What follows belongs to an exercise in optimizing a design on an open flow for small area; a production flow would make more cautious choices. Function was not checked in any run shown here: the RTL went through the layout flow alone. Power figures rest on the tool's default switching activity, not on a simulated workload.

$ cat flow/design.v
package usbAudioPkg;
   typedef struct packed {
      logic       valid;       
      logic       sop;         
      logic       eop;         
      logic       setup;       
      logic [7:0] data;
   } rxPktT;
   typedef struct packed {
      logic       ready;       
      logic       seq;         
      logic       zeroLength;  
      logic [7:0] data;
   } txPktT;
   typedef struct packed {
      logic        direction;   
      logic [1:0]  reqType;     
      logic [4:0]  recipient;
      logic [7:0]  request;
      logic [15:0] value;       
      logic [15:0] index;       
   } setupT;
   typedef struct packed {
      logic signed [15:0] right;
      logic signed [15:0] left;
   } sampleT;
   typedef struct packed {
      logic [15:0] right;
      logic [15:0] left;
   } volumeT;
endpackage
`timescale 1ns/100ps
module setupParser (
   input  logic                Clk,
   input  logic                rst,
   input  logic [3:0]          endpoint,
   input  usbAudioPkg::rxPktT  rx,
   output usbAudioPkg::rxPktT  ep0Rx,
   output usbAudioPkg::setupT  setup,
   output logic                setupDone
);
   logic [3:0] byteCount;    
   logic       startSetup;
   always_comb begin
      ep0Rx       = rx;
      ep0Rx.valid = rx.valid && (endpoint == 4'd0);
   end
   assign startSetup = ep0Rx.valid && ep0Rx.sop && ep0Rx.setup;
   assign setupDone  = ep0Rx.valid && ep0Rx.eop && (byteCount == 4'd8);
   always_ff @(posedge Clk) begin
      if (rst) begin
         byteCount <= 4'd0;
      end else if (startSetup) begin
         byteCount <= 4'd1;                  
      end else if (ep0Rx.valid && byteCount != 4'd0) begin
         if (ep0Rx.eop)
            byteCount <= 4'd0;               
         else if (byteCount != 4'd8)
            byteCount <= byteCount + 4'd1;
      end
   end
   always_ff @(posedge Clk) begin
      if (startSetup) begin
         {setup.direction, setup.reqType, setup.recipient} <= ep0Rx.data;
      end else if (ep0Rx.valid && !ep0Rx.eop) begin
         case (byteCount)
            4'd1:    setup.request      <= ep0Rx.data;
            4'd2:    setup.value[7:0]   <= ep0Rx.data;
            4'd3:    setup.value[15:8]  <= ep0Rx.data;
            4'd4:    setup.index[7:0]   <= ep0Rx.data;
            4'd5:    setup.index[15:8]  <= ep0Rx.data;
            default: ;                       
         endcase
      end
   end
endmodule
`timescale 1ns/100ps
module controlEndpoint (
   input  logic                 Clk,
   input  logic                 rst,
   input  logic                 busReset,
   input  usbAudioPkg::rxPktT   ep0Rx,
   input  usbAudioPkg::setupT   setup,
   input  logic                 setupDone,
   input  logic                 inWaitRequest,
   input  logic                 inAck,
   input  logic                 error,
   output usbAudioPkg::txPktT   tx,
   output logic                 stall,
   output logic [6:0]           address,
   output logic                 active,
   output logic                 mute,
   output usbAudioPkg::volumeT  volume
);
   typedef enum logic [2:0] {
      IDLE, DECODE, SET_DATA, STATUS, SEND, WAIT_ACK, GET_STATUS
   } stateT;
   stateT       state;
   logic        busResetQ;
   logic        ctlRst;
   logic [7:0]  shiftReg;         
   logic [1:0]  bytesLeft;
   logic [15:0] setValue;         
   logic        gotLow;
   logic [15:0] reply;
   logic [1:0]  replyLen;
   logic        getOk, stdOk;
   logic        isStd, isClass, toUnit;
   logic        selMute, selVolL, selVolR, selVol;
   assign isStd   = setup.reqType == 2'b00;
   assign isClass = setup.reqType == 2'b01;
   assign toUnit  = setup.index == {8'd2, 8'd0};    
   assign selMute = toUnit && setup.value == {8'd1, 8'd0};
   assign selVolL = toUnit && setup.value == {8'd2, 8'd1};
   assign selVolR = toUnit && setup.value == {8'd2, 8'd2};
   assign selVol  = selVolL || selVolR;
   assign stdOk = isStd && (setup.request == 8'd5 ||
                            setup.request == 8'd9 ||
                            setup.request == 8'd11);
   always_comb begin
      reply    = 16'h0000;
      replyLen = 2'd2;
      getOk    = 1'b0;
      if (isClass) begin
         case (setup.request)
            8'h81: begin
               getOk = selMute || selVol;
               if (selMute) begin
                  reply    = {15'd0, mute};
                  replyLen = 2'd1;           
               end else if (selVolL) begin
                  reply = volume.left;
               end else begin
                  reply = volume.right;
               end
            end
            8'h82: begin getOk = selVol; reply = 16'h0000; end
            8'h83: begin getOk = selVol; reply = 16'h7FFF; end
            8'h84: begin getOk = selVol; reply = 16'h0001; end
            default: ;
         endcase
      end
   end
   always_ff @(posedge Clk) begin
      if (rst) busResetQ <= 1'b0;
      else     busResetQ <= busReset;
   end
   assign ctlRst = rst || busResetQ;
   always_ff @(posedge Clk) begin
      if (ctlRst) begin
         state         <= IDLE;
         stall         <= 1'b0;
         address       <= 7'd0;
         active        <= 1'b0;                  
         mute          <= 1'b0;
         volume        <= {16'd868, 16'd868};    
         tx.ready      <= 1'b0;
         tx.seq        <= 1'b0;
         tx.zeroLength <= 1'b0;
      end else if (setupDone) begin
         state    <= DECODE;                     
         stall    <= 1'b0;
         tx.ready <= 1'b0;
         tx.seq   <= 1'b1;                       
      end else begin
         case (state)
            IDLE: ;
            DECODE: begin
               gotLow <= 1'b0;
               if (stdOk) begin
                  tx.ready      <= 1'b1;         
                  tx.zeroLength <= 1'b1;
                  state         <= STATUS;
               end else if (isClass && setup.request == 8'h01 && (selMute || selVol)) begin
                  state <= SET_DATA;
               end else if (getOk) begin
                  {shiftReg, tx.data} <= reply;
                  bytesLeft           <= replyLen;
                  tx.ready            <= 1'b1;
                  tx.zeroLength       <= 1'b0;
                  state               <= SEND;
               end else begin
                  stall <= 1'b1;                 
                  state <= IDLE;
               end
            end
            SET_DATA: begin
               if (ep0Rx.valid && ep0Rx.eop) begin
                  if (selMute)      mute         <= setValue[0];
                  else if (selVolL) volume.left  <= setValue;
                  else              volume.right <= setValue;
                  tx.ready      <= 1'b1;
                  tx.zeroLength <= 1'b1;
                  state         <= STATUS;
               end else if (ep0Rx.valid) begin
                  if (!gotLow) setValue[7:0]  <= ep0Rx.data;   
                  else         setValue[15:8] <= ep0Rx.data;
                  gotLow <= 1'b1;
               end
            end
            STATUS: begin
               if (inAck) begin
                  if (isStd && setup.request == 8'd5)
                     address <= setup.value[6:0];
                  if (isStd && setup.request == 8'd11 &&
                      setup.index == {8'd0, 8'd1})
                     active <= setup.value[0];
                  tx.ready <= 1'b0;
                  state    <= IDLE;
               end
            end
            SEND: begin
               if (ep0Rx.valid && ep0Rx.eop) begin
                  tx.ready <= 1'b0;              
                  state    <= IDLE;
               end else if (error) begin
                  {shiftReg, tx.data} <= reply;  
                  bytesLeft           <= replyLen;
               end else if (!inWaitRequest) begin
                  if (bytesLeft == 2'd1) begin
                     tx.ready <= 1'b0;
                     state    <= WAIT_ACK;
                  end else begin
                     {shiftReg, tx.data} <= {8'd0, shiftReg};
                     bytesLeft           <= bytesLeft - 2'd1;
                  end
               end
            end
            WAIT_ACK: begin
               if (error) begin
                  {shiftReg, tx.data} <= reply;
                  bytesLeft           <= replyLen;
                  tx.ready            <= 1'b1;
                  state               <= SEND;
               end else if (inAck) begin
                  tx.seq        <= ~tx.seq;
                  tx.zeroLength <= 1'b1;
                  tx.ready      <= 1'b1;
                  state         <= GET_STATUS;
               end
            end
            GET_STATUS: begin
               if (ep0Rx.valid && ep0Rx.eop) begin
                  tx.ready <= 1'b0;              
                  state    <= IDLE;
               end else if (inAck) begin
                  tx.seq <= ~tx.seq;
               end
            end
            default: state <= IDLE;
         endcase
      end
   end
endmodule
`timescale 1ns/100ps
module audioFifo (
   input  logic                Clk,
   input  logic                rst,
   input  logic                active,
   input  logic [3:0]          endpoint,
   input  usbAudioPkg::rxPktT  rx,
   input  logic                audioClk,      
   output usbAudioPkg::sampleT sample         
);
   localparam int AW = 8;
   localparam int NW = 2**AW;
   logic [32*NW-1:0]    mem;          
   logic                phase;        
   logic [31:0]         memQ;
   logic [AW+1:0]       wrAddr;       
   logic [AW+1:0]       wrAddrN;      
   logic [AW+1:0]       wrNext;
   logic [AW-1:0]       rdAddr;       
   logic [AW-1:0]       level;
   logic                fifoReady;
   logic [1:0]          audioSync;
   logic                ep1Byte, ep1Eop, audioFall;
   logic [7:0]          wrData;
   logic [4*NW-1:0]     wrOn;         
   logic [4*NW-1:0]     wrOff;        
   logic [NW-1:0]       rdSel;        
   logic [31:0]         rdWord;
   assign ep1Byte   = active && (endpoint == 4'd1) && rx.valid && !rx.eop;
   assign ep1Eop    = (endpoint == 4'd1) && rx.valid && rx.eop;
   assign audioFall = audioSync == 2'b10;
   always_ff @(posedge Clk)
      phase <= !rst && !phase;
   assign wrData = rx.data ^ {8{phase}};
   always_comb begin
      for (int w = 0; w < NW; w++)
         for (int l = 0; l < 4; l++) begin
            wrOn[4*w+l]  =   ep1Byte && wrAddr  == (AW+2)'(4*w+l);
            wrOff[4*w+l] = !(ep1Byte && wrAddrN == ~(AW+2)'(4*w+l));
         end
   end
   for (genvar i = 0; i < 32*NW; i++) begin : g_bit
      always_ff @(posedge Clk)
         mem[i] <= ~((mem[i] | wrOn[i/8]) & (wrData[i%8] | wrOff[i/8]));
   end
   always_comb begin
      for (int w = 0; w < NW; w++)
         rdSel[w] = rdAddr == AW'(w);
      rdWord = '0;
      for (int w = 0; w < NW; w++)
         rdWord = rdWord | (mem[32*w +: 32] & {32{rdSel[w]}});
   end
   always_ff @(posedge Clk)
      memQ <= rdWord ^ {32{phase}};
   always_comb begin
      wrNext = wrAddr;
      if (rst || !active)
         wrNext = '0;
      else if (ep1Byte)
         wrNext = wrAddr + 1'b1;
      else if (ep1Eop)
         wrNext[1:0] = 2'd0;         
   end
   always_ff @(posedge Clk) begin
      wrAddr  <= wrNext;
      wrAddrN <= ~wrNext;
   end
   always_ff @(posedge Clk) begin
      level <= wrAddr[AW+1:2] - rdAddr;    
      if (rst) audioSync <= 2'b00;
      else     audioSync <= {audioSync[0], audioClk};
   end
   always_ff @(posedge Clk) begin
      if (rst || !active) begin
         rdAddr    <= '0;
         fifoReady <= 1'b0;
         sample    <= '0;
      end else begin
         if (fifoReady && level < 8'h20)
            fifoReady <= 1'b0;
         else if (!fifoReady && level > 8'h80)
            fifoReady <= 1'b1;
         if (!fifoReady) begin
            sample <= '0;                    
         end else if (audioFall) begin
            sample <= memQ;
            rdAddr <= rdAddr + 1'b1;
         end
      end
   end
endmodule
`timescale 1ns/100ps
module usbAudio (
   input  logic                 Clk,
   input  logic                 rst,
   input  logic                 busReset,
   input  logic [3:0]           endpoint,
   input  usbAudioPkg::rxPktT   rx,
   input  logic                 inWaitRequest,
   input  logic                 inAck,
   input  logic                 error,
   input  logic                 audioClk,
   output usbAudioPkg::txPktT   tx,
   output logic                 stall,
   output logic [6:0]           address,
   output logic                 active,
   output logic                 mute,
   output usbAudioPkg::volumeT  volume,
   output usbAudioPkg::sampleT  sample
);
   usbAudioPkg::rxPktT ep0Rx;      
   usbAudioPkg::setupT setup;
   logic               setupDone;
   setupParser parser (
      .Clk       (Clk),
      .rst       (rst),
      .endpoint  (endpoint),
      .rx        (rx),
      .ep0Rx     (ep0Rx),
      .setup     (setup),
      .setupDone (setupDone)
   );
   controlEndpoint control (
      .Clk           (Clk),
      .rst           (rst),
      .busReset      (busReset),
      .ep0Rx         (ep0Rx),
      .setup         (setup),
      .setupDone     (setupDone),
      .inWaitRequest (inWaitRequest),
      .inAck         (inAck),
      .error         (error),
      .tx            (tx),
      .stall         (stall),
      .address       (address),
      .active        (active),
      .mute          (mute),
      .volume        (volume)
   );
   audioFifo fifo (
      .Clk      (Clk),
      .rst      (rst),
      .active   (active),
      .endpoint (endpoint),
      .rx       (rx),
      .audioClk (audioClk),
      .sample   (sample)
   );
endmodule
$ cat flow/run.sh
#!/bin/bash
# synth_recipe.tcl (not shown) runs the flow's synth.tcl, then flattens the netlist and writes it again
# the make line also repeats each setting of config.mk as NAME=value (left out here)
make -C /OpenROAD-flow-scripts/flow DESIGN_CONFIG=/design/flow/config.mk WORK_HOME=/design/flow/orfs CLKGATE_MAP_FILE= SYNTH_SCRIPT=/design/flow/synth_recipe.tcl finish
$ cat flow/config.mk
export PLATFORM = sky130hd
export DESIGN_NAME = usbAudio
export DESIGN_NICKNAME = usbAudio
export VERILOG_FILES = /design/flow/design.v
export SDC_FILE = /design/flow/constraint.sdc
export NUM_CORES = 8
export LEC_CHECK = 0
export CAP_MARGIN = 20
export CORE_MARGIN = 2
export CORE_UTILIZATION = 60
export CTS_BUF_LIST = sky130_fd_sc_hd__clkbuf_8
export CTS_CLUSTER_DIAMETER = 60
export CTS_CLUSTER_SIZE = 30
export SLEW_MARGIN = 20
export SYNTH_MEMORY_MAX_BITS = 16384
$ cat flow/constraint.sdc
create_clock -name core_clock -period 10.0 [get_ports {Clk}]
set_input_delay 2.0000 -clock core_clock [delete_from_list [all_inputs] [get_ports {Clk}]]
set_output_delay 2.0000 -clock core_clock [all_outputs]
set_load 0.01 [all_outputs]
==> results.txt, run 1 <==
post-synthesis async set-or-reset flop share=0; remaining global-route overflow=122232; netlist area before placement=288000 um2; error that ended the run=[ERROR GRT-0116] Global routing finished with congestion. Check the congestion regions in the DRC Viewer.; result of the run=aborted with a tool error; pin count of the biggest net entering global routing=197; CTS Root Buffer Type=sky130_fd_sc_hd__clkbuf_8; failing step=global routing (5_1_grt); via count of the first global-routing pass=347402; Synth area leaders=sky130_fd_sc_hd__dfxtp_1 58%, sky130_fd_sc_hd__o22ai_1 18%, sky130_fd_sc_hd__a22oi_1 7.6%; share of the yosys chip area belonging to registers=0.589; die height=696 um; CTS Sinks=8426; number of buffers added by the clock tree synthesis step=560; Synthesized Nets=28472; Hold Buf Count CTS=0; # rows=254; Post-synth EDFFs=77; cell taking the most area after synthesis=sky130_fd_sc_hd__dfxtp_1; post-synthesis sequential element count=8426; cell count after synthesis=28428; effective utilization at floorplan=0.602; global-route total usage across every layer=1.31; IO Count=108; Horiz. Die Dim=696 um; DP Wirelength=2210 mm; CTS HTree Levels=6; Port Buf Inserts=107; number of distinct standard cells referenced by the synthesized netlist=78; global placer's final weighted congestion=1.78; dominant synthesized flop cell=sky130_fd_sc_hd__dfxtp_1; global-route wire length before repair=4140 mm; Post-CTS Resized=0; synth warn=3; buffers inserted during post-CTS setup optimization=0; top-area cell type share of the netlist area=0.581; mean post-synth cell area=about 10 um2; maximum clock path buffer count=4
==> per-stage QoR <==
stage / std cells / setup slack (ps) / cell area (um2) / util
2_1_floorplan: 28428 / 5030 / 288000 / -
3_3_place_gp: 34178 / 2960 / 308000 / 0.645
4_1_cts: 35206 / 3480 / 322000 / 0.674
3_5_place_dp: 34211 / 3280 / 309000 / 0.647
==> how the worst max path moves through the flow <==
stage	endpoint	slack [ps]	from	cells after the start
3_5_place_dp	fifo.mem[1689]	3280	endpoint[1]	9
2_1_floorplan	control.bytesLeft[0]	5030	rx[11]	5
3_3_place_gp	fifo.mem[6225]	2960	endpoint[1]	10
4_1_cts	fifo.memQ[3]	3480	fifo.rdAddr[7]	12
==> synthesized netlist by cell type, types with 12 or more instances <==
cell and number:
sky130_fd_sc_hd__o22ai_1 8390, sky130_fd_sc_hd__buf_2 115, sky130_fd_sc_hd__a22o_1 357, sky130_fd_sc_hd__a21oi_1 261, sky130_fd_sc_hd__a22oi_1 2900, sky130_fd_sc_hd__buf_1 146, sky130_fd_sc_hd__a221oi_1 193, sky130_fd_sc_hd__clkbuf_1 2381
sky130_fd_sc_hd__nor4_1 219, sky130_fd_sc_hd__o21ai_0 90, sky130_fd_sc_hd__nor2b_1 32, sky130_fd_sc_hd__nand4_1 511, sky130_fd_sc_hd__xnor2_1 36, sky130_fd_sc_hd__nand2_1 1151, sky130_fd_sc_hd__o22a_1 23, sky130_fd_sc_hd__or4_1 68
sky130_fd_sc_hd__nand3b_1 15, sky130_fd_sc_hd__nand2b_1 31, sky130_fd_sc_hd__and4_1 38, sky130_fd_sc_hd__inv_1 30, sky130_fd_sc_hd__xor2_1 27, sky130_fd_sc_hd__ha_1 20, sky130_fd_sc_hd__dfxtp_1 8349, sky130_fd_sc_hd__nor2_1 1546
sky130_fd_sc_hd__a222oi_1 132, sky130_fd_sc_hd__a2bb2oi_1 13, sky130_fd_sc_hd__nor3_1 178, sky130_fd_sc_hd__mux2_2 41, sky130_fd_sc_hd__a32oi_1 52, sky130_fd_sc_hd__o211ai_1 39, sky130_fd_sc_hd__a31oi_1 12, sky130_fd_sc_hd__and3_1 276
sky130_fd_sc_hd__mux2i_1 96, sky130_fd_sc_hd__nor4b_1 14, sky130_fd_sc_hd__nand3_1 319, sky130_fd_sc_hd__edfxtp_1 77, sky130_fd_sc_hd__a2111oi_0 75
==> logic make-up after synthesis <==
| kind of cell | count (synthesis) | share of synthesized area |
|---|---|---|
| compound gates | 12624 | 0.294 |
| xor+xnor | 63 | 0.00192 |
| fa+ha+maj | 21 | 0.000939 |
| buf+inv | 2675 | 0.0354 |
| flops | 8426 | 0.589 |
| mux | 137 | 0.00494 |
| simple gates | 4482 | 0.0733 |
==> routing by layer <==
| metal | GRT overflow | GRT usage |
|---|---|---|
| met5 | 1456 | 1.02 |
| met2 | 62693 | 1.62 |
| met1 | 35829 | 1.27 |
| met3 | 13300 | 1.11 |
| met4 | 8954 | 1.12 |
==> power by group through the flow <==
stage | clock network, uW | registers [uW] | logic [uW]
3_5_place_dp | 0 | 34400 | 408
3_3_place_gp | 0 | 34400 | 403
2_1_floorplan | 0 | 34400 | 104
4_1_cts | 19600 | 33600 | 408
==> inputs of run 2 (changes only) <==
--- a/flow/design.v
+++ b/flow/design.v
@@ -268,6 +268,7 @@
    logic                phase;        
-   logic [31:0]         memQ;
    logic [AW+1:0]       wrAddr;       
    logic [AW+1:0]       wrAddrN;      
-   logic [AW+1:0]       wrNext;
+   logic                wrClr, wrInc, wrEop;    
+   logic [7:0]          wrByte;       
+   logic [AW+1:0]       wrPtr;        
    logic [AW-1:0]       rdAddr;       
@@ -277,5 +278,5 @@
    logic                ep1Byte, ep1Eop, audioFall;
-   logic [7:0]          wrData;
-   logic [4*NW-1:0]     wrOn;         
-   logic [4*NW-1:0]     wrOff;        
+   logic [31:0]         col;          
+   logic [4*NW-1:0]     laneWr;       
+   logic [NW-1:0]       wordWrN;      
    logic [NW-1:0]       rdSel;        
@@ -287,9 +288,27 @@
       phase <= !rst && !phase;
-   assign wrData = rx.data ^ {8{phase}};
    always_comb begin
-      for (int w = 0; w < NW; w++)
-         for (int l = 0; l < 4; l++) begin
-            wrOn[4*w+l]  =   ep1Byte && wrAddr  == (AW+2)'(4*w+l);
-            wrOff[4*w+l] = !(ep1Byte && wrAddrN == ~(AW+2)'(4*w+l));
-         end
+      wrPtr = wrAddr;
+      if (wrClr)
+         wrPtr = '0;
+      else if (wrInc)
+         wrPtr = wrAddr + 1'b1;
+      else if (wrEop)
+         wrPtr[1:0] = 2'd0;          
+   end
+   always_ff @(posedge Clk) begin
+      wrClr   <= rst || !active;
+      wrInc   <= ep1Byte;
+      wrEop   <= ep1Eop;
+      wrByte  <= rx.data;
+      wrAddr  <= wrPtr;
+      wrAddrN <= ~wrPtr;
+   end
+   always_comb begin
+      for (int l = 0; l < 4; l++)
+         col[8*l +: 8] = (wrAddr[1:0] == 2'(l)) ? wrByte ^ {8{phase}} : 8'hFF;
+      for (int w = 0; w < NW; w++) begin
+         wordWrN[w] = !(wrInc && wrAddrN[AW+1:2] == ~AW'(w));
+         for (int l = 0; l < 4; l++)
+            laneWr[4*w+l] = wrInc && wrAddr == (AW+2)'(4*w+l);
+      end
    end
@@ -297,3 +316,3 @@
       always_ff @(posedge Clk)
-         mem[i] <= ~((mem[i] | wrOn[i/8]) & (wrData[i%8] | wrOff[i/8]));
+         mem[i] <= ~((mem[i] | laneWr[i/8]) & (col[i%32] | wordWrN[i/32]));
    end
@@ -306,19 +325,4 @@
    end
-   always_ff @(posedge Clk)
-      memQ <= rdWord ^ {32{phase}};
-   always_comb begin
-      wrNext = wrAddr;
-      if (rst || !active)
-         wrNext = '0;
-      else if (ep1Byte)
-         wrNext = wrAddr + 1'b1;
-      else if (ep1Eop)
-         wrNext[1:0] = 2'd0;         
-   end
-   always_ff @(posedge Clk) begin
-      wrAddr  <= wrNext;
-      wrAddrN <= ~wrNext;
-   end
    always_ff @(posedge Clk) begin
-      level <= wrAddr[AW+1:2] - rdAddr;    
+      level <= wrPtr[AW+1:2] - rdAddr;     
       if (rst) audioSync <= 2'b00;
@@ -339,3 +343,3 @@
          end else if (audioFall) begin
-            sample <= memQ;
+            sample <= rdWord ^ {32{phase}};
             rdAddr <= rdAddr + 1'b1;
--- a/flow/config.mk
+++ b/flow/config.mk
@@ -9,3 +9,3 @@
 export CORE_MARGIN = 2
-export CORE_UTILIZATION = 60
+export CORE_UTILIZATION = 40
 export CTS_BUF_LIST = sky130_fd_sc_hd__clkbuf_8
==> run 2 against run 1 <==
Effect of this change:
- the run again fails in global routing (5_1_grt)
- synthesized cell count grew 5.0%
- synthesized area grew 2.6%
==> results.txt, run 2 <==
result of the run=aborted with a tool error; failing step=global routing (5_1_grt); error that ended the run=[ERROR GRT-0116] Global routing finished with congestion. Check the congestion regions in the DRC Viewer.; top-area cell type share of the netlist area=0.565; Synth area leaders=sky130_fd_sc_hd__dfxtp_1 56%, sky130_fd_sc_hd__o22ai_1 18%, sky130_fd_sc_hd__a22oi_1 5.3%; Post-synth EDFFs=77; IO Count=108; maximum clock path buffer count=4; pre-CTS worst setup slack=roughly 3500 ps; Hold Buf Count CTS=0; dominant synthesized flop cell=sky130_fd_sc_hd__dfxtp_1; most repeated cell in the gate-level netlist after synthesis=sky130_fd_sc_hd__o22ai_1; post-synthesis sequential element count=8403; CTS Root Buffer Type=sky130_fd_sc_hd__clkbuf_8; post-synthesis async set-or-reset flop share=0; number of distinct standard cells referenced by the synthesized netlist=89; share of the yosys chip area belonging to registers=0.573; global-route wire length before repair=4140 mm; via count of the first global-routing pass=338703; Post-CTS Resized=0; synth warn=3; pin count of the biggest net entering global routing=170; die height=863 um; remaining global-route overflow=4; mean post-synth cell area=9.89 um2; Horiz. Die Dim=863 um; cell taking the most area after synthesis=sky130_fd_sc_hd__dfxtp_1; number of buffers added by the clock tree synthesis step=630; CTS Sinks=8403; Port Buf Inserts=107; Synthesized Nets=approximately 30000; global-route total usage across every layer=0.852; buffers inserted during post-CTS setup optimization=0; # rows=315; effective utilization at floorplan=0.401; netlist area before placement=about 300000 um2; cell count after synthesis=29852; global placer's final weighted congestion=1.30; DP Wirelength=2130 mm; CTS HTree Levels=6; leading cell types by count after synthesis=8618 x sky130_fd_sc_hd__o22ai_1, 8326 x sky130_fd_sc_hd__dfxtp_1, 2439 x sky130_fd_sc_hd__clkbuf_1; placed instance area=318000 um2
[run 2: cell count changes after synthesis, moves of 64 or more]
cell | before | now
sky130_fd_sc_hd__nand3_1 | 319 | 1560
sky130_fd_sc_hd__a22oi_1 | 2900 | 2086
sky130_fd_sc_hd__buf_2 | 115 | 379
sky130_fd_sc_hd__o22ai_1 | 8390 | 8618
sky130_fd_sc_hd__nand2_1 | 1151 | 935
sky130_fd_sc_hd__buf_1 | 146 | 342
sky130_fd_sc_hd__nor2_1 | 1546 | 1399
sky130_fd_sc_hd__a32oi_1 | 52 | 135
sky130_fd_sc_hd__and3_1 | 276 | 193
sky130_fd_sc_hd__nor3_1 | 178 | 106
sky130_fd_sc_hd__a2bb2oi_1 | 13 | 77
[run 2: stage by stage]
step	total power (uW)	instances	utilization
after CTS	56200	39420	0.454
after detailed placement	34900	38255	0.433
after global placement	34900	38197	0.431
after floorplan	34600	29852	-
[run 2: cells by family after synthesis]
group,synth area share
adders and majority gates,0.000916
muxes,0.00601
AOI/OAI and AO/OA,0.286
buffers and inverters,0.0427
xor gates and xnor gates,0.000950
and+or+nand+nor,0.0913
DFF,0.573
[run 2: power by group through the flow]
| stage | registers [uW] | clock network, uW | logic, uW |
|---|---|---|---|
| after CTS | 33500 | 22100 | 638 |
| after detailed placement | 34300 | 0 | 637 |
| after global placement | 34300 | 0 | 635 |
| after floorplan | 34300 | 0 | 313 |
[run 2: worst min-delay path by stage]
stage | start | endpoint | slack (ps) | cells after the start
4_1_cts | fifo.mem[6999] | fifo.mem[6999] | 430 | 1
3_3_place_gp | fifo.mem[1070] | fifo.mem[1070] | 410 | 1
3_5_place_dp | fifo.mem[1070] | fifo.mem[1070] | 420 | 1
2_1_floorplan | fifo.mem[1029] | fifo.mem[1029] | 400 | 1
[run 2: per-layer routing]
layer / GRT usage / overflow
met5: 0.697 / 0
met2: 0.916 / 3
met4: 0.807 / 0
met3: 0.800 / 0
met1: 0.863 / 1
==> inputs of run 3 (changes only) <==
--- a/flow/design.v
+++ b/flow/design.v
@@ -266,6 +266,4 @@
    localparam int NW = 2**AW;
-   logic [32*NW-1:0]    mem;          
    logic                phase;        
    logic [AW+1:0]       wrAddr;       
-   logic [AW+1:0]       wrAddrN;      
    logic                wrClr, wrInc, wrEop;    
@@ -281,3 +279,4 @@
    logic [NW-1:0]       wordWrN;      
-   logic [NW-1:0]       rdSel;        
+   logic [NW-1:0]       rdSelN;       
+   logic [32*NW/2-1:0]  pairBits;     
    logic [31:0]         rdWord;
@@ -298,8 +297,7 @@
    always_ff @(posedge Clk) begin
-      wrClr   <= rst || !active;
-      wrInc   <= ep1Byte;
-      wrEop   <= ep1Eop;
-      wrByte  <= rx.data;
-      wrAddr  <= wrPtr;
-      wrAddrN <= ~wrPtr;
+      wrClr  <= rst || !active;
+      wrInc  <= ep1Byte;
+      wrEop  <= ep1Eop;
+      wrByte <= rx.data;
+      wrAddr <= wrPtr;
    end
@@ -309,17 +307,22 @@
       for (int w = 0; w < NW; w++) begin
-         wordWrN[w] = !(wrInc && wrAddrN[AW+1:2] == ~AW'(w));
+         wordWrN[w] = !(wrInc && wrAddr[AW+1:2] == AW'(w));
+         rdSelN[w]  = rdAddr != AW'(w);
          for (int l = 0; l < 4; l++)
-            laneWr[4*w+l] = wrInc && wrAddr == (AW+2)'(4*w+l);
+            laneWr[4*w+l] = !wordWrN[w] && wrAddr[1:0] == 2'(l);
       end
    end
-   for (genvar i = 0; i < 32*NW; i++) begin : g_bit
-      always_ff @(posedge Clk)
-         mem[i] <= ~((mem[i] | laneWr[i/8]) & (col[i%32] | wordWrN[i/32]));
+   for (genvar p = 0; p < NW/2; p++) begin : g_pair
+      fifoPair pair (
+         .Clk     (Clk),
+         .laneWr  (laneWr[8*p +: 8]),
+         .wordWrN (wordWrN[2*p +: 2]),
+         .col     (col),
+         .rdSelN  (rdSelN[2*p +: 2]),
+         .rdBits  (pairBits[32*p +: 32])
+      );
    end
    always_comb begin
-      for (int w = 0; w < NW; w++)
-         rdSel[w] = rdAddr == AW'(w);
       rdWord = '0;
-      for (int w = 0; w < NW; w++)
-         rdWord = rdWord | (mem[32*w +: 32] & {32{rdSel[w]}});
+      for (int p = 0; p < NW/2; p++)
+         rdWord = rdWord | pairBits[32*p +: 32];
    end
@@ -343,3 +346,3 @@
          end else if (audioFall) begin
-            sample <= rdWord ^ {32{phase}};
+            sample <= ~(rdWord ^ {32{phase}});
             rdAddr <= rdAddr + 1'b1;
@@ -349,2 +352,19 @@
 endmodule
+module fifoPair (
+   input  logic        Clk,
+   input  logic [7:0]  laneWr,        
+   input  logic [1:0]  wordWrN,       
+   input  logic [31:0] col,           
+   input  logic [1:0]  rdSelN,        
+   output logic [31:0] rdBits         
+);
+   logic [31:0] q0, q1;               
+   for (genvar i = 0; i < 32; i++) begin : g_bit
+      always_ff @(posedge Clk) begin
+         q0[i] <= ~((q0[i] | laneWr[i/8])     & (col[i] | wordWrN[0]));
+         q1[i] <= ~((q1[i] | laneWr[4 + i/8]) & (col[i] | wordWrN[1]));
+      end
+   end
+   assign rdBits = ~((q0 | {32{rdSelN[0]}}) & (q1 | {32{rdSelN[1]}}));
+endmodule
 `timescale 1ns/100ps
==> flow/flow/run.sh (new file) <==
#!/bin/bash
# The standard layout, with the sample buffer placed as a regular array
# (flow/place_array.tcl) before global placement. Runs in the standard flow's work folder.
set -euo pipefail
here=$(pwd)
export PRE_GLOBAL_PLACE_SKIP_IO_TCL=$here/flow/place_array.tcl
export PRE_GLOBAL_PLACE_TCL=$here/flow/place_array.tcl
export POST_GLOBAL_PLACE_TCL=$here/flow/unfix.tcl
bash standard.sh > $here/standard_flow.log 2>&1
==> flow/flow/place_array.tcl (new file) <==
# Place the sample buffer as a regular array before global placement.
# Word w of the buffer (pair p = w/2, half j = w%2) gets row ARRAY_ROW0 + w.
# Each row holds 16 bit-pair columns of 60 sites after a strip of LEFT_SITES
# sites kept free for the decoders. In a column, for bits b0 = 2c, b1 = 2c+1:
#   even row (word 2p):   flop b0, gate b0, read b0, flop b1, gate b1
#   odd row  (word 2p+1): flop b0, gate b0, flop b1, gate b1, read b1
# where gate is the cell driving the flop's D and read the first stage of
# the read multiplexer, shared by the two words of the pair.
# The cells are placed FIRM so global placement fits the rest around them.

set left_sites [expr {[info exists ::env(ARRAY_LEFT_SITES)] ? $::env(ARRAY_LEFT_SITES) : 40}]
set col_pitch  [expr {[info exists ::env(ARRAY_COL_PITCH)] ? $::env(ARRAY_COL_PITCH) : 60}]
set row0       [expr {[info exists ::env(ARRAY_ROW0)] ? $::env(ARRAY_ROW0) : 8}]

set block [ord::get_db_block]
set rows [lsort -command {apply {{a b} {expr {[lindex [$a getOrigin] 1] - [lindex [$b getOrigin] 1]}}}} [$block getRows]]
set site_w [[[lindex $rows 0] getSite] getWidth]

# Sites taken by fixed cells (tap cells), per row
array set used {}
set ridx 0
foreach r $rows {
  set ry($ridx) [lindex [$r getOrigin] 1]
  set rx($ridx) [lindex [$r getOrigin] 0]
  set rn($ridx) [$r getSiteCount]
  set ro($ridx) [$r getOrient]
  set rowOfY($ry($ridx)) $ridx
  incr ridx
}
foreach inst [$block getInsts] {
  set st [$inst getPlacementStatus]
  if {$st ne "LOCKED" && $st ne "FIRM" && $st ne "COVER"} { continue }
  lassign [$inst getLocation] x y
  if {![info exists rowOfY($y)]} { continue }
  set r $rowOfY($y)
  set s0 [expr {($x - $rx($r)) / $site_w}]
  set n [expr {[[$inst getMaster] getWidth] / $site_w}]
  for {set s $s0} {$s < $s0 + $n} {incr s} { set used($r,$s) 1 }
}

proc put {inst r s} {
  global used rx ry rn ro site_w
  set n [expr {[[$inst getMaster] getWidth] / $site_w}]
  while 1 {
    set ok 1
    for {set k 0} {$k < $n} {incr k} {
      if {[info exists used($r,[expr {$s + $k}])]} { set ok 0; set s [expr {$s + $k + 1}]; break }
    }
    if {$ok} break
  }
  if {$s + $n > $rn($r)} { error "array row $r overflows" }
  for {set k 0} {$k < $n} {incr k} { set used($r,[expr {$s + $k}]) 1 }
  $inst setOrient $ro($r)
  $inst setLocation [expr {$rx($r) + $s * $site_w}] $ry($r)
  $inst setPlacementStatus FIRM
  return [expr {$s + $n}]
}

proc flop {p j b} {
  global block
  set name "fifo.g_pair\\\[$p\\\].pair.q$j\\\[$b\\\]\$_DFF_P_"
  set inst [$block findInst $name]
  if {$inst eq "NULL"} { error "no flop $name" }
  return $inst
}

proc driver {inst pin} {
  set net [[$inst findITerm $pin] getNet]
  foreach it [$net getITerms] {
    if {[$it isOutputSignal]} { return [$it getInst] }
  }
  error "no driver for [$inst getName]/$pin"
}

# The read gate of bit b of pair p: the cell that both words' flops feed,
# other than their own D gates.
proc readgate {f0 f1 g0 g1} {
  set a {}
  foreach it [[[$f0 findITerm Q] getNet] getITerms] {
    if {[$it isInputSignal]} { lappend a [[$it getInst] getName] }
  }
  foreach it [[[$f1 findITerm Q] getNet] getITerms] {
    if {![$it isInputSignal]} continue
    set i [$it getInst]
    if {$i ne $g0 && $i ne $g1 && [lsearch -exact $a [$i getName]] >= 0} { return $i }
  }
  error "no read gate for [$f0 getName]"
}

set first [flop 0 0 0]
if {[$first getPlacementStatus] eq "FIRM"} {
  puts "place_array: array already placed"
  return
}

set placed 0
for {set p 0} {$p < 128} {incr p} {
  set r0 [expr {$row0 + 2 * $p}]
  set r1 [expr {$r0 + 1}]
  for {set c 0} {$c < 16} {incr c} {
    set base [expr {$left_sites + $c * $col_pitch}]
    set b0 [expr {2 * $c}]
    set b1 [expr {2 * $c + 1}]
    foreach b [list $b0 $b1] {
      set f0($b) [flop $p 0 $b]
      set f1($b) [flop $p 1 $b]
      set g0($b) [driver $f0($b) D]
      set g1($b) [driver $f1($b) D]
      set rd($b) [readgate $f0($b) $f1($b) $g0($b) $g1($b)]
    }
    set s $base
    foreach inst [list $f0($b0) $g0($b0) $rd($b0) $f0($b1) $g0($b1)] { set s [put $inst $r0 $s] }
    set s $base
    foreach inst [list $f1($b0) $g1($b0) $f1($b1) $g1($b1) $rd($b1)] { set s [put $inst $r1 $s] }
    incr placed 10
  }
}
puts "place_array: placed $placed cells in rows $row0 .. [expr {$row0 + 255}]"
==> flow/flow/unfix.tcl (new file) <==
# After global placement, let the array cells move again so that the
# standard legalization and repair steps treat them like any other cell.
set n 0
foreach inst [[ord::get_db_block] getInsts] {
  if {[$inst getPlacementStatus] eq "FIRM"} {
    $inst setPlacementStatus PLACED
    incr n
  }
}
puts "unfix: $n cells released"
==> flow/standard.sh (new file) <==
#!/bin/bash
# synth_recipe.tcl (not shown) runs the flow's synth.tcl, then flattens the netlist and writes it again
# the make line also repeats each setting of config.mk as NAME=value (left out here)
make -C /OpenROAD-flow-scripts/flow DESIGN_CONFIG=/design/flow/config.mk WORK_HOME=/design/flow/orfs CLKGATE_MAP_FILE= SYNTH_SCRIPT=/design/flow/synth_recipe.tcl "${@:-finish}"
--- a/flow/config.mk
+++ b/flow/config.mk
@@ -8,4 +8,3 @@
 export CAP_MARGIN = 20
-export CORE_MARGIN = 2
-export CORE_UTILIZATION = 40
+export CORE_AREA = 5.06 5.44 465.06 723.52
 export CTS_BUF_LIST = sky130_fd_sc_hd__clkbuf_8
@@ -13,3 +12,4 @@
 export CTS_CLUSTER_SIZE = 30
+export DIE_AREA = 0 0 470.12 728.96
 export SLEW_MARGIN = 20
-export SYNTH_MEMORY_MAX_BITS = 16384
+export SYNTH_HIERARCHICAL = 1
removed: flow/run.sh
==> run 3 against run 2 <==
Effect of this change:
- the run fails in global placement without I/O (3_1_place_gp_skip_io)
- synthesized area shrank 2.4%
- synthesized cell count fell by 8.4%
==> results.txt, run 3 <==
cell count after synthesis=27342; result of the run=aborted with a tool error; effective utilization at floorplan=0.872; netlist area before placement=288000 um2; die height=729 um; synth warn=10; mean post-synth cell area=10.5 um2; Synthesized Nets=around 27000; failing step=global placement without I/O (3_1_place_gp_skip_io); Horiz. Die Dim=470 um; # rows=264; error that ended the run=Error: global_place_skip_io.tcl, 4 can't read "block": no such variable
==> inputs of run 4 (changes only) <==
--- a/flow/design.v
+++ b/flow/design.v
@@ -14,9 +14,17 @@
    } txPktT;
+   typedef enum logic [3:0] {
+      REQ_OTHER, REQ_SET_ADDRESS, REQ_SET_CONFIGURATION, REQ_SET_INTERFACE,
+      REQ_SET_CUR, REQ_GET_CUR, REQ_GET_MIN, REQ_GET_MAX, REQ_GET_RES
+   } requestT;
    typedef struct packed {
-      logic        direction;   
-      logic [1:0]  reqType;     
-      logic [4:0]  recipient;
-      logic [7:0]  request;
-      logic [15:0] value;       
-      logic [15:0] index;       
+      logic        isStd;       
+      logic        isClass;     
+      requestT     request;
+      logic [7:0]  valueLo;     
+      logic        valueHi1;    
+      logic        valueHi2;    
+      logic        indexLo0;    
+      logic        indexLo1;    
+      logic        indexHi0;    
+      logic        indexHi2;    
    } setupT;
@@ -63,10 +71,32 @@
       if (startSetup) begin
-         {setup.direction, setup.reqType, setup.recipient} <= ep0Rx.data;
+         setup.isStd   <= ep0Rx.data[6:5] == 2'b00;
+         setup.isClass <= ep0Rx.data[6:5] == 2'b01;
       end else if (ep0Rx.valid && !ep0Rx.eop) begin
          case (byteCount)
-            4'd1:    setup.request      <= ep0Rx.data;
-            4'd2:    setup.value[7:0]   <= ep0Rx.data;
-            4'd3:    setup.value[15:8]  <= ep0Rx.data;
-            4'd4:    setup.index[7:0]   <= ep0Rx.data;
-            4'd5:    setup.index[15:8]  <= ep0Rx.data;
+            4'd1: begin
+               case (ep0Rx.data)
+                  8'd5:       setup.request <= usbAudioPkg::REQ_SET_ADDRESS;
+                  8'd9: setup.request <= usbAudioPkg::REQ_SET_CONFIGURATION;
+                  8'd11:     setup.request <= usbAudioPkg::REQ_SET_INTERFACE;
+                  8'h01:           setup.request <= usbAudioPkg::REQ_SET_CUR;
+                  8'h81:           setup.request <= usbAudioPkg::REQ_GET_CUR;
+                  8'h82:           setup.request <= usbAudioPkg::REQ_GET_MIN;
+                  8'h83:           setup.request <= usbAudioPkg::REQ_GET_MAX;
+                  8'h84:           setup.request <= usbAudioPkg::REQ_GET_RES;
+                  default:            setup.request <= usbAudioPkg::REQ_OTHER;
+               endcase
+            end
+            4'd2: setup.valueLo <= ep0Rx.data;
+            4'd3: begin
+               setup.valueHi1 <= ep0Rx.data == 8'd1;
+               setup.valueHi2 <= ep0Rx.data == 8'd2;
+            end
+            4'd4: begin
+               setup.indexLo0 <= ep0Rx.data == 8'd0;
+               setup.indexLo1 <= ep0Rx.data == 8'd1;
+            end
+            4'd5: begin
+               setup.indexHi0 <= ep0Rx.data == 8'd0;
+               setup.indexHi2 <= ep0Rx.data == 8'd2;
+            end
             default: ;                       
@@ -109,12 +139,12 @@
    logic        selMute, selVolL, selVolR, selVol;
-   assign isStd   = setup.reqType == 2'b00;
-   assign isClass = setup.reqType == 2'b01;
-   assign toUnit  = setup.index == {8'd2, 8'd0};    
-   assign selMute = toUnit && setup.value == {8'd1, 8'd0};
-   assign selVolL = toUnit && setup.value == {8'd2, 8'd1};
-   assign selVolR = toUnit && setup.value == {8'd2, 8'd2};
+   assign isStd   = setup.isStd;
+   assign isClass = setup.isClass;
+   assign toUnit  = setup.indexHi2 && setup.indexLo0;           
+   assign selMute = toUnit && setup.valueHi1 && setup.valueLo == 8'd0;
+   assign selVolL = toUnit && setup.valueHi2 && setup.valueLo == 8'd1;
+   assign selVolR = toUnit && setup.valueHi2 && setup.valueLo == 8'd2;
    assign selVol  = selVolL || selVolR;
-   assign stdOk = isStd && (setup.request == 8'd5 ||
-                            setup.request == 8'd9 ||
-                            setup.request == 8'd11);
+   assign stdOk = isStd && (setup.request == usbAudioPkg::REQ_SET_ADDRESS ||
+                            setup.request == usbAudioPkg::REQ_SET_CONFIGURATION ||
+                            setup.request == usbAudioPkg::REQ_SET_INTERFACE);
    always_comb begin
@@ -125,3 +155,3 @@
          case (setup.request)
-            8'h81: begin
+            usbAudioPkg::REQ_GET_CUR: begin
                getOk = selMute || selVol;
@@ -136,5 +166,5 @@
             end
-            8'h82: begin getOk = selVol; reply = 16'h0000; end
-            8'h83: begin getOk = selVol; reply = 16'h7FFF; end
-            8'h84: begin getOk = selVol; reply = 16'h0001; end
+            usbAudioPkg::REQ_GET_MIN: begin getOk = selVol; reply = 16'h0000; end
+            usbAudioPkg::REQ_GET_MAX: begin getOk = selVol; reply = 16'h7FFF; end
+            usbAudioPkg::REQ_GET_RES: begin getOk = selVol; reply = 16'h0001; end
             default: ;
@@ -173,3 +203,3 @@
                   state         <= STATUS;
-               end else if (isClass && setup.request == 8'h01 && (selMute || selVol)) begin
+               end else if (isClass && setup.request == usbAudioPkg::REQ_SET_CUR && (selMute || selVol)) begin
                   state <= SET_DATA;
@@ -202,7 +232,7 @@
                if (inAck) begin
-                  if (isStd && setup.request == 8'd5)
-                     address <= setup.value[6:0];
-                  if (isStd && setup.request == 8'd11 &&
-                      setup.index == {8'd0, 8'd1})
-                     active <= setup.value[0];
+                  if (isStd && setup.request == usbAudioPkg::REQ_SET_ADDRESS)
+                     address <= setup.valueLo[6:0];
+                  if (isStd && setup.request == usbAudioPkg::REQ_SET_INTERFACE &&
+                      setup.indexHi0 && setup.indexLo1)    
+                     active <= setup.valueLo[0];
                   tx.ready <= 1'b0;
==> flow/flow/run.sh (replaced) <==
#!/bin/bash
# The standard layout, with the sample buffer placed as a regular array
# (flow/place_array.tcl) before global placement, and a clock tree without
# dummy loads. Runs in the standard flow's work folder.
set -euo pipefail
here=$(pwd)
export PRE_GLOBAL_PLACE_SKIP_IO_TCL=$here/flow/place_array.tcl
export PRE_GLOBAL_PLACE_TCL=$here/flow/place_array.tcl
export POST_GLOBAL_PLACE_TCL=$here/flow/unfix.tcl
export ARRAY_CELL_GAP=1
export CTS_ARGS="-sink_clustering_enable -repair_clock_nets -dont_use_dummy_load -buf_list sky130_fd_sc_hd__clkbuf_8 -sink_clustering_size 16 -sink_clustering_max_diameter 50"
bash standard.sh > $here/standard_flow.log 2>&1
==> flow/flow/array_impl.tcl (new file) <==
# Place the sample buffer as a regular array before global placement.
# Word w of the buffer (pair p = w/2, half j = w%2) gets row ARRAY_ROW0 + w.
# Each row holds 16 bit-pair columns of 60 sites after a strip of LEFT_SITES
# sites kept free for the decoders. In a column, for bits b0 = 2c, b1 = 2c+1:
#   even row (word 2p):   flop b0, gate b0, read b0, flop b1, gate b1
#   odd row  (word 2p+1): flop b0, gate b0, flop b1, gate b1, read b1
# where gate is the cell driving the flop's D and read the first stage of
# the read multiplexer, shared by the two words of the pair.
# ARRAY_CELL_GAP empty sites are left after each cell for pin access.
# The cells are placed FIRM so global placement fits the rest around them.

set left_sites [expr {[info exists ::env(ARRAY_LEFT_SITES)] ? $::env(ARRAY_LEFT_SITES) : 40}]
set col_pitch  [expr {[info exists ::env(ARRAY_COL_PITCH)] ? $::env(ARRAY_COL_PITCH) : 60}]
set row0       [expr {[info exists ::env(ARRAY_ROW0)] ? $::env(ARRAY_ROW0) : 8}]
set cell_gap   [expr {[info exists ::env(ARRAY_CELL_GAP)] ? $::env(ARRAY_CELL_GAP) : 0}]

set block [ord::get_db_block]
set rows [lsort -command {apply {{a b} {expr {[lindex [$a getOrigin] 1] - [lindex [$b getOrigin] 1]}}}} [$block getRows]]
set site_w [[[lindex $rows 0] getSite] getWidth]

# Sites taken by fixed cells (tap cells), per row
array set used {}
set ridx 0
foreach r $rows {
  set ry($ridx) [lindex [$r getOrigin] 1]
  set rx($ridx) [lindex [$r getOrigin] 0]
  set rn($ridx) [$r getSiteCount]
  set ro($ridx) [$r getOrient]
  set rowOfY($ry($ridx)) $ridx
  incr ridx
}
foreach inst [$block getInsts] {
  set st [$inst getPlacementStatus]
  if {$st ne "LOCKED" && $st ne "FIRM" && $st ne "COVER"} { continue }
  lassign [$inst getLocation] x y
  if {![info exists rowOfY($y)]} { continue }
  set r $rowOfY($y)
  set s0 [expr {($x - $rx($r)) / $site_w}]
  set n [expr {[[$inst getMaster] getWidth] / $site_w}]
  for {set s $s0} {$s < $s0 + $n} {incr s} { set used($r,$s) 1 }
}

proc put {inst r s} {
  global used rx ry rn ro site_w cell_gap
  set n [expr {[[$inst getMaster] getWidth] / $site_w}]
  while 1 {
    set ok 1
    for {set k 0} {$k < $n} {incr k} {
      if {[info exists used($r,[expr {$s + $k}])]} { set ok 0; set s [expr {$s + $k + 1}]; break }
    }
    if {$ok} break
  }
  if {$s + $n > $rn($r)} { error "array row $r overflows" }
  for {set k 0} {$k < $n} {incr k} { set used($r,[expr {$s + $k}]) 1 }
  $inst setOrient $ro($r)
  $inst setLocation [expr {$rx($r) + $s * $site_w}] $ry($r)
  $inst setPlacementStatus FIRM
  return [expr {$s + $n + $cell_gap}]
}

proc flop {p j b} {
  global block
  set name "fifo.g_pair\\\[$p\\\].pair.q$j\\\[$b\\\]\$_DFF_P_"
  set inst [$block findInst $name]
  if {$inst eq "NULL"} { error "no flop $name" }
  return $inst
}

proc driver {inst pin} {
  set net [[$inst findITerm $pin] getNet]
  foreach it [$net getITerms] {
    if {[$it isOutputSignal]} { return [$it getInst] }
  }
  error "no driver for [$inst getName]/$pin"
}

# The read gate of bit b of pair p: the cell that both words' flops feed,
# other than their own D gates.
proc readgate {f0 f1 g0 g1} {
  set a {}
  foreach it [[[$f0 findITerm Q] getNet] getITerms] {
    if {[$it isInputSignal]} { lappend a [[$it getInst] getName] }
  }
  foreach it [[[$f1 findITerm Q] getNet] getITerms] {
    if {![$it isInputSignal]} continue
    set i [$it getInst]
    if {$i ne $g0 && $i ne $g1 && [lsearch -exact $a [$i getName]] >= 0} { return $i }
  }
  error "no read gate for [$f0 getName]"
}

set first [flop 0 0 0]
if {[$first getPlacementStatus] eq "FIRM"} {
  puts "place_array: array already placed"
  return
}

set placed 0
for {set p 0} {$p < 128} {incr p} {
  set r0 [expr {$row0 + 2 * $p}]
  set r1 [expr {$r0 + 1}]
  for {set c 0} {$c < 16} {incr c} {
    set base [expr {$left_sites + $c * $col_pitch}]
    set b0 [expr {2 * $c}]
    set b1 [expr {2 * $c + 1}]
    foreach b [list $b0 $b1] {
      set f0($b) [flop $p 0 $b]
      set f1($b) [flop $p 1 $b]
      set g0($b) [driver $f0($b) D]
      set g1($b) [driver $f1($b) D]
      set rd($b) [readgate $f0($b) $f1($b) $g0($b) $g1($b)]
    }
    set s $base
    foreach inst [list $f0($b0) $g0($b0) $rd($b0) $f0($b1) $g0($b1)] { set s [put $inst $r0 $s] }
    set s $base
    foreach inst [list $f1($b0) $g1($b0) $f1($b1) $g1($b1) $rd($b1)] { set s [put $inst $r1 $s] }
    incr placed 10
  }
}
puts "place_array: placed $placed cells in rows $row0 .. [expr {$row0 + 255}]"
==> flow/flow/place_array.tcl (replaced) <==
# ORFS hook: sources array_impl.tcl at global level (hooks are sourced
# inside a proc).
uplevel #0 [list source [file join [file dirname [info script]] array_impl.tcl]]
==> run 4 against run 3 <==
Effect of this change:
- the run fails in global routing (5_1_grt)
- synthesized area down 0.22%
- synthesized cell count about the same
==> results.txt, run 4 <==
CTS Sinks=about 8400; DP Wirelength=about 800 mm; remaining global-route overflow=13; global-route wire length before repair=1820 mm; mean post-synth cell area=approximately 11 um2; error that ended the run=[ERROR GRT-0116] Global routing finished with congestion. Check the congestion regions in the DRC Viewer.; IO Count=108; via count of the first global-routing pass=270140; global-route total usage across every layer=0.700; failing step=global routing (5_1_grt); Horiz. Die Dim=470 um; effective utilization at floorplan=0.870; Synthesized Nets=approximately 27000; CTS HTree Levels=6; number of buffers added by the clock tree synthesis step=600; synth warn=10; Port Buf Inserts=107; # rows=between 200 and 300; buffers inserted during post-CTS setup optimization=0; CTS Root Buffer Type=sky130_fd_sc_hd__clkbuf_8; maximum clock path buffer count=4; result of the run=aborted with a tool error; Post-CTS Resized=0; die height=729 um; pin count of the biggest net entering global routing=190; cell count after synthesis=27325; netlist area before placement=about 290000 um2; Hold Buf Count CTS=0; placed instance area=280000 um2
[run 4: power by group through the flow]
stage                     Sequential (uW)  Combinational [uW]  Clock, uW
after CTS                           33400                 479      15000
after detailed placement            34100                 477          0
after global placement              34100                 454          0
after floorplan                     34100                 339          0
[run 4: worst min-delay path by stage]
stage	startpoint	endpoint	slack [ps]	cells past startpoint
after floorplan	fifo.g_pair[0].pair.q1[10]	fifo.g_pair[0].pair.q1[10]	410	1
after global placement	fifo.g_pair[0].pair.q1[11]	fifo.g_pair[0].pair.q1[11]	430	1
after detailed placement	fifo.g_pair[0].pair.q1[13]	fifo.g_pair[0].pair.q1[13]	430	1
after CTS	fifo.g_pair[107].pair.q1[29]	fifo.g_pair[107].pair.q1[29]	440	1
[run 4: routing by layer]
metal / GRT overflow / global-route usage
met3: 1 / 0.551
met5: 1 / 0.167
met2: 1 / 0.809
met4: 10 / 0.624
met1: 0 / 0.785
[run 4: metrics by stage]
step,hold WS (ps),instances,setup WS (ps),total power (uW)
2_1_floorplan,413,27325,4330,34500
3_3_place_gp,429,29543,4330,34600
3_5_place_dp,427,29543,4400,34600
4_1_cts,438,30143,4090,48800
